Source: an optimization exercise on an open RTL-to-GDS flow (aim: small area). Production flows keep margins and buffers that such runs may drop.
The RTL was checked by simulation tests, not by an equivalence proof against the original design.
Power is estimated from default activity; no workload was simulated. The clock port is modelled as an ideal driver; clocking choices that lean on that would not hold on a real chip.

== v3 ==
==> flow/design.v (excerpt) <==
module udp_rx_frame_ctrl #(
  parameter int unsigned DEPTH  = 64,
  parameter int unsigned FRAMES = 4
) (
  input  logic        sys_clk,
  input  logic        sys_rst,
  input  logic        rec_data_en,
  input  logic [31:0] rec_data,
  input  logic        rec_end,
  input  logic [15:0] rec_data_num,
  input  logic        err_flag,
  output logic        m_valid,
  input  logic        m_ready,
  output logic [31:0] m_data,
  output logic        m_last,
  output logic [15:0] m_len,
  output logic [15:0] drop_cnt
);
  localparam int unsigned AW = $clog2(DEPTH);
  localparam int unsigned FW = $clog2(FRAMES);
  typedef logic [AW:0] ptr_t;
  typedef logic [FW:0] dptr_t;
  localparam ptr_t  DepthP  = ptr_t'(DEPTH);
  localparam dptr_t FramesP = dptr_t'(FRAMES);
  typedef enum logic [1:0] {StIdle, StLoad, StStream} state_e;
  logic [31:0]   buf_mem  [DEPTH];
  logic [15:0]   len_mem  [FRAMES];
  logic [AW-1:0] end_mem  [FRAMES];
  ptr_t        wr_ptr_q, commit_ptr_q;
  logic        bad_q, open_q;
  logic [15:0] drop_cnt_q;
  dptr_t       dq_wr_q;
  state_e      state_q, state_d;
  ptr_t        rd_ptr_q;
  dptr_t       dq_rel_q;
  logic buf_full, desc_full, err_hit, full_hit, do_write;
  logic frame_empty, frame_bad, commit, drop;
  ptr_t wr_next;
  always_comb begin
    buf_full    = (wr_ptr_q - rd_ptr_q) == DepthP;
    desc_full   = (dq_wr_q - dq_rel_q) == FramesP;
    err_hit     = err_flag && (open_q || rec_data_en || rec_end);
    full_hit    = rec_data_en && !bad_q && buf_full;
    do_write    = rec_data_en && !bad_q && !buf_full;
    wr_next     = wr_ptr_q + ptr_t'(do_write);
    frame_empty = (wr_ptr_q == commit_ptr_q) && !do_write && !bad_q && !full_hit && !err_hit;
    frame_bad   = bad_q || full_hit || err_hit || desc_full;
    commit      = rec_end && !frame_empty && !frame_bad;
    drop        = rec_end && !frame_empty && frame_bad;
  end
  always_ff @(posedge sys_clk or posedge sys_rst) begin
    if (sys_rst) begin
      wr_ptr_q     <= '0;
      commit_ptr_q <= '0;
      bad_q        <= 1'b0;
      open_q       <= 1'b0;
      drop_cnt_q   <= '0;
      dq_wr_q      <= '0;
    end else begin
  ...
Size in the first run: roughly 4400 cells after synthesis, ~2200 flip-flops.
Settings: LEC_CHECK=0, CAP_MARGIN=20, CORE_MARGIN=2, CORE_UTILIZATION=65, CTS_BUF_LIST=sky130_fd_sc_hd__clkbuf_4 sky130_fd_sc_hd__clkbuf_8, SLEW_MARGIN=20; clock period 8.0 ns.
run.sh (not shown) runs the stock make flow with config.mk's settings and CLKGATE_MAP_FILE= SYNTH_SCRIPT=/design/flow/synth_recipe.tcl, a recipe that flattens the netlist after the stock synthesis.
Modified inputs, v41 compared to v3
# v3
export LEC_CHECK = 0
export CAP_MARGIN = 20
export CORE_MARGIN = 2
export CORE_UTILIZATION = 65
export CTS_BUF_LIST = sky130_fd_sc_hd__clkbuf_4 sky130_fd_sc_hd__clkbuf_8
export SLEW_MARGIN = 20
create_clock -name core_clock -period 8.0 [get_ports {sys_clk}]
# v41
export LEC_CHECK = 0
export CAP_MARGIN = 20
export CORE_MARGIN = 2
export CORE_UTILIZATION = 40
export SLEW_MARGIN = 20
create_clock -name core_clock -period 8.0 [get_ports {sys_clk}]
[summary]
v41: flow completed, timing, DRC and antenna clean
Delta (v41 minus v3): synthesis-to-finish area growth up 2.1 points, core utilization went down.
Reported combinational group power for v41 is higher than for v3.
From v3 to v41 the numbers moved as follows: global-route usage dropped 18 points; clock-buffer cell count went down about 43%.
Input changes introduced in v21 (baseline for comparison: v41):
# v41
export LEC_CHECK = 0
export CAP_MARGIN = 20
export CORE_MARGIN = 2
export CORE_UTILIZATION = 40
export SLEW_MARGIN = 20
create_clock -name core_clock -period 8.0 [get_ports {sys_clk}]
# v21
export LEC_CHECK = 0
export CAP_MARGIN = 20
export CORE_MARGIN = 2
export CORE_UTILIZATION = 65
export SLEW_MARGIN = 20
create_clock -name core_clock -period 8.0 [get_ports {sys_clk}]
==> flow/flow/run.sh (new file) <==
#!/bin/bash
# The standard layout, with three changes:
#  * clock tree synthesis without dummy loads, with larger sink clusters on clkbuf_16;
#  * ports buffered with buf_1.
set -euo pipefail
bash standard.sh \
  "CTS_ARGS=-sink_clustering_enable -repair_clock_nets -dont_use_dummy_load -buf_list sky130_fd_sc_hd__clkbuf_16 -sink_clustering_size 30 -sink_clustering_max_diameter 150" \
  "BUFFER_PORTS_ARGS=-buffer_cell sky130_fd_sc_hd__buf_1" \
  finish > standard_make.log 2>&1
==> flow/standard.sh (new file) <==
#!/bin/bash
# synth_recipe.tcl (not shown) runs the flow's synth.tcl, then flattens the netlist and writes it again
# the make line also repeats each setting of config.mk as NAME=value (left out here)
make -C /OpenROAD-flow-scripts/flow DESIGN_CONFIG=/design/flow/config.mk WORK_HOME=/design/flow/orfs CLKGATE_MAP_FILE= SYNTH_SCRIPT=/design/flow/synth_recipe.tcl "${@:-finish}"
removed: flow/run.sh
--- outcome ---
Between v41 and v21, the flow reports count of inserted tapcells decreasing by more than a quarter.
Summary — share of total power in combinational logic, v21 relative to v41: higher, by 1.7 points.
Final critical-path required period delta for v21 relative to v41: 0.42 ns lower
> inputs changed (v21 -> v58)
# v21
export LEC_CHECK = 0
export CAP_MARGIN = 20
export CORE_MARGIN = 2
export CORE_UTILIZATION = 65
export SLEW_MARGIN = 20
create_clock -name core_clock -period 8.0 [get_ports {sys_clk}]
# v58
export LEC_CHECK = 0
export CAP_MARGIN = 10
export CORE_MARGIN = 2
export CORE_UTILIZATION = 65
export SLEW_MARGIN = 10
create_clock -name core_clock -period 8.0 [get_ports {sys_clk}]
Notes after the runs:
On post-route standard cell area excluding fillers, v21 and v58 are neck and neck.
[compare] base=v21 new=v58: maximum operating frequency saw an increase, die outline area saw little to no change, total routing resource utilization after global routing saw little to no change, post-DP HPWL saw little to no change.
In the reports for v21 and v58, the larger number of global-route vias before repair belongs to v21.
On wire length, v21 tracks v58 almost exactly.

the baseline:
Another version of the RTL of udp_rx_frame_ctrl (not shown whole).
Size in the first run: roughly 3600 cells after synthesis, ~76000 sq um of cells after synthesis.
==> flow/config.mk <==
export PLATFORM = sky130hd
export DESIGN_NAME = udp_rx_frame_ctrl
export DESIGN_NICKNAME = udp_rx_frame_ctrl
export VERILOG_FILES = /design/flow/design.v
export SDC_FILE = /design/flow/constraint.sdc
export NUM_CORES = 4
export LEC_CHECK = 0
export CAP_MARGIN = 10
export CORE_MARGIN = 2
export CORE_UTILIZATION = 65
export SLEW_MARGIN = 10
export SYNTH_HIERARCHICAL = 1
==> flow/constraint.sdc <==
create_clock -name core_clock -period 8.0 [get_ports {sys_clk}]
set_input_delay 1.6000 -clock core_clock [delete_from_list [all_inputs] [get_ports {sys_clk}]]
set_output_delay 1.6000 -clock core_clock [all_outputs]
set_load 0.01 [all_outputs]
standard.sh (not shown) runs the stock make flow with config.mk's settings and CLKGATE_MAP_FILE= SYNTH_SCRIPT=/design/flow/synth_recipe.tcl, a recipe that flattens the netlist after the stock synthesis.
==> flow/flow/run.sh <==
#!/bin/bash
# The standard layout, with three changes:
#  * clock tree synthesis without dummy loads, with larger sink clusters on clkbuf_16;
#  * ports buffered with buf_1.
set -euo pipefail
bash standard.sh \
  "CTS_ARGS=-sink_clustering_enable -repair_clock_nets -dont_use_dummy_load -buf_list sky130_fd_sc_hd__clkbuf_16 -sink_clustering_size 30 -sink_clustering_max_diameter 150" \
  "BUFFER_PORTS_ARGS=-buffer_cell sky130_fd_sc_hd__buf_1" \
  finish > standard_make.log 2>&1
## Diff of input files: the candidate against the baseline
# the baseline
export LEC_CHECK = 0
export CAP_MARGIN = 10
export CORE_MARGIN = 2
export CORE_UTILIZATION = 65
export SLEW_MARGIN = 10
export SYNTH_HIERARCHICAL = 1
create_clock -name core_clock -period 8.0 [get_ports {sys_clk}]
# the candidate
export LEC_CHECK = 0
export CAP_MARGIN = 15
export CORE_MARGIN = 2
export CORE_UTILIZATION = 78
export SLEW_MARGIN = 15
export SYNTH_HIERARCHICAL = 1
create_clock -name core_clock -period 8.0 [get_ports {sys_clk}]
Findings:
Core utilization sits higher in the candidate than in the baseline.
Peak supply drop in the candidate is about 40% above the baseline.
The routed wire length in the candidate sits about 4.7% below the value recorded for the baseline.
met3 demand-to-capacity share in global routing sits higher in the candidate than in the baseline.
Diff the baseline -> the candidate: detailed-route wire length on metal 1 shrank by 16%; post-route antenna net violation count held; clock skew has remained practically unchanged.
The baseline leaves less setup margin than the candidate.
Die area for the candidate: about 16% down relative to the baseline
Of the candidate and the baseline, it is the candidate that has the lower power.
In the reports for the baseline and the candidate, the smaller via count of the routed design belongs to the baseline.

## branch harbor
The RTL this note starts from:
==> flow/design.v <==
module udp_rx_frame_ctrl #(
  parameter int unsigned DEPTH  = 64,
  parameter int unsigned FRAMES = 4
) (
  input  logic        sys_clk,
  input  logic        sys_rst,
  input  logic        rec_data_en,
  input  logic [31:0] rec_data,
  input  logic        rec_end,
  input  logic [15:0] rec_data_num,
  input  logic        err_flag,
  output logic        m_valid,
  input  logic        m_ready,
  output logic [31:0] m_data,
  output logic        m_last,
  output logic [15:0] m_len,
  output logic [15:0] drop_cnt
);
  localparam int unsigned AW = $clog2(DEPTH);
  localparam int unsigned FW = $clog2(FRAMES);
  typedef logic [AW:0] ptr_t;
  typedef logic [FW:0] dptr_t;
  localparam ptr_t  DepthP  = ptr_t'(DEPTH);
  localparam dptr_t FramesP = dptr_t'(FRAMES);
  typedef enum logic [1:0] {StIdle, StLoad, StStream} state_e;
  logic [31:0]   buf_mem  [DEPTH];
  logic [15:0]   len_mem  [FRAMES];
  logic [AW-1:0] end_mem  [FRAMES];
  ptr_t        wr_ptr_q, commit_ptr_q;
  logic        bad_q, open_q;
  logic [15:0] drop_cnt_q;
  dptr_t       dq_wr_q;
  state_e      state_q, state_d;
  ptr_t        rd_ptr_q;
  dptr_t       dq_rel_q;
  logic buf_full, desc_full, err_hit, full_hit, do_write;
  logic frame_empty, frame_bad, commit, drop;
  ptr_t wr_next;
  always_comb begin
    buf_full    = (wr_ptr_q - rd_ptr_q) == DepthP;
    desc_full   = (dq_wr_q - dq_rel_q) == FramesP;
    err_hit     = err_flag && (open_q || rec_data_en || rec_end);
    full_hit    = rec_data_en && !bad_q && buf_full;
    do_write    = rec_data_en && !bad_q && !buf_full;
    wr_next     = wr_ptr_q + ptr_t'(do_write);
    frame_empty = (wr_ptr_q == commit_ptr_q) && !do_write && !bad_q && !full_hit && !err_hit;
    frame_bad   = bad_q || full_hit || err_hit || desc_full;
    commit      = rec_end && !frame_empty && !frame_bad;
    drop        = rec_end && !frame_empty && frame_bad;
  end
  always_ff @(posedge sys_clk or posedge sys_rst) begin
    if (sys_rst) begin
      wr_ptr_q     <= '0;
      commit_ptr_q <= '0;
      bad_q        <= 1'b0;
      open_q       <= 1'b0;
      drop_cnt_q   <= '0;
      dq_wr_q      <= '0;
    end else begin
      if (rec_end) begin
        wr_ptr_q <= drop ? commit_ptr_q : wr_next;
        bad_q    <= 1'b0;
        open_q   <= 1'b0;
      end else begin
        wr_ptr_q <= wr_next;
        if (full_hit || err_hit) bad_q <= 1'b1;
        if (rec_data_en) open_q <= 1'b1;
      end
      if (commit) begin
        commit_ptr_q <= wr_next;
        dq_wr_q      <= dq_wr_q + 1'b1;
      end
      if (drop && (drop_cnt_q != 16'hFFFF)) drop_cnt_q <= drop_cnt_q + 16'd1;
    end
  end
  always_ff @(posedge sys_clk) begin
    if (do_write) buf_mem[wr_ptr_q[AW-1:0]] <= rec_data;
    if (commit) begin
      len_mem[dq_wr_q[FW-1:0]] <= rec_data_num;
      end_mem[dq_wr_q[FW-1:0]] <= wr_next[AW-1:0];
    end
  end
  logic xfer, last_xfer, pending;
  ptr_t rd_next;
  assign rd_next = rd_ptr_q + 1'b1;
  assign m_last  = rd_next[AW-1:0] == end_mem[dq_rel_q[FW-1:0]];
  assign pending = (dq_rel_q + dptr_t'(state_q == StStream)) != dq_wr_q;
  always_comb begin
    state_d   = state_q;
    xfer      = 1'b0;
    last_xfer = 1'b0;
    unique case (state_q)
      StIdle: begin
        if (pending) state_d = StLoad;
      end
      StLoad: begin
        state_d = StStream;
      end
      StStream: begin
        if (m_ready) begin
          xfer = 1'b1;
          if (m_last) begin
            last_xfer = 1'b1;
            state_d   = pending ? StLoad : StIdle;
          end
        end
      end
      default: state_d = StIdle;
    endcase
  end
  always_ff @(posedge sys_clk or posedge sys_rst) begin
    if (sys_rst) begin
      state_q  <= StIdle;
      rd_ptr_q <= '0;
      dq_rel_q <= '0;
    end else begin
      state_q <= state_d;
      if (xfer) rd_ptr_q <= rd_next;
      if (last_xfer) dq_rel_q <= dq_rel_q + 1'b1;
    end
  end
  assign m_valid  = state_q == StStream;
  localparam int unsigned NG = DEPTH / 3;   
  logic [DEPTH-1:0] rsel;
  always_comb begin
    for (int i = 0; i < DEPTH; i++) rsel[i] = rd_ptr_q[AW-1:0] == AW'(i);
  end
  for (genvar b = 0; b < 32; b++) begin : g_rd_bit
    logic [NG:0] term_n;
    for (genvar g = 0; g < NG; g++) begin : g_grp
      udp_rx_frame_ctrl_aoi222 u_aoi (
        .s({rsel[3*g+2], rsel[3*g+1], rsel[3*g]}),
        .d({buf_mem[3*g+2][b], buf_mem[3*g+1][b], buf_mem[3*g][b]}),
        .y(term_n[g])
      );
    end
    assign term_n[NG] = ~(rsel[DEPTH-1] & buf_mem[DEPTH-1][b]);
    assign m_data[b]  = ~&term_n;
  end
  assign m_len    = len_mem[dq_rel_q[FW-1:0]];
  assign drop_cnt = drop_cnt_q;
endmodule
module udp_rx_frame_ctrl_aoi222 (
  input  logic [2:0] s,
  input  logic [2:0] d,
  output logic       y
);
  assign y = ~|(s & d);
endmodule
Settings: LEC_CHECK=0, CAP_MARGIN=20, CORE_MARGIN=2, CORE_UTILIZATION=60, SLEW_MARGIN=20, SYNTH_HIERARCHICAL=1; clock period 8.0 ns.
Scripts as last shown in full above: flow/flow/run.sh
Input-level comparison between branch sierra and branch harbor:
- CAP_MARGIN changed from 20 to 10
- CORE_UTILIZATION changed from 60 to 65
- SLEW_MARGIN changed from 20 to 10
Findings:
- m_data[10] as the capture point of the worst path was reported by branch harbor, and m_data[29] by branch sierra.
- [compare] base=branch harbor new=branch sierra: wire length went down 2.4%, die area went down 7.6%, area of the core region went down about 7.5%.

==> port drivers added, routing unchanged <==
The results above use ideal ports. As a check the final layouts listed here were re-extracted and re-timed, cells and wires unchanged.
Step 1 (the two cells are an assumption about what drives the block):
set clk [get_ports {sys_clk}]
set_driving_cell -lib_cell sky130_fd_sc_hd__clkbuf_16 $clk
set_driving_cell -lib_cell sky130_fd_sc_hd__buf_2 [delete_from_list [all_inputs] $clk]
Step 2 adds t to the input delays and takes it off the output delays; t is the mean of the earliest and latest rising clock arrival at the registers after step 1. Input paths then give back, and output paths get back, about the clock's delay inside the block.
a / b / c = no drivers / after step 1 / after step 2; a / b = the first two.
| run | t (ns) | slack for setup (ns) | hold WS [ns] | latest minus earliest clock arrival (ns) | slew at the worst register clock pin (ns) |
|---|---|---|---|---|---|
| v3 | 1.135 | 0.937 / 0.856 / 1.992 | 0.451 / 0.451 / 0.451 | 0.063 / 0.063 | 0.07 / 0.07 |
| v41 | 0.947 | 1.080 / 0.988 / 1.935 | 0.449 / 0.449 / 0.449 | 0.092 / 0.092 | 0.07 / 0.07 |
| v21 | 0.791 | 1.502 / 1.421 / 2.212 | 0.468 / 0.468 / 0.468 | 0.090 / 0.089 | 0.12 / 0.12 |
| v58 | 0.814 | 1.524 / 1.435 / 2.249 | 0.471 / 0.471 / 0.471 | 0.063 / 0.062 | 0.12 / 0.12 |
| the baseline | 0.774 | 0.832 / 0.749 / 1.523 | 0.468 / 0.468 / 0.468 | 0.041 / 0.041 | 0.12 / 0.12 |
| the candidate | 0.757 | 1.258 / 1.188 / 1.945 | 0.459 / 0.459 / 0.459 | 0.032 / 0.032 | 0.12 / 0.12 |
| branch harbor | 0.815 | 1.403 / 1.317 / 2.131 | 0.502 / 0.502 / 0.502 | 0.059 / 0.059 | 0.12 / 0.12 |
| branch sierra | 0.785 | 1.431 / 1.348 / 2.133 | 0.513 / 0.513 / 0.513 | 0.033 / 0.034 | 0.12 / 0.12 |
After both steps every run listed still meets setup and hold.
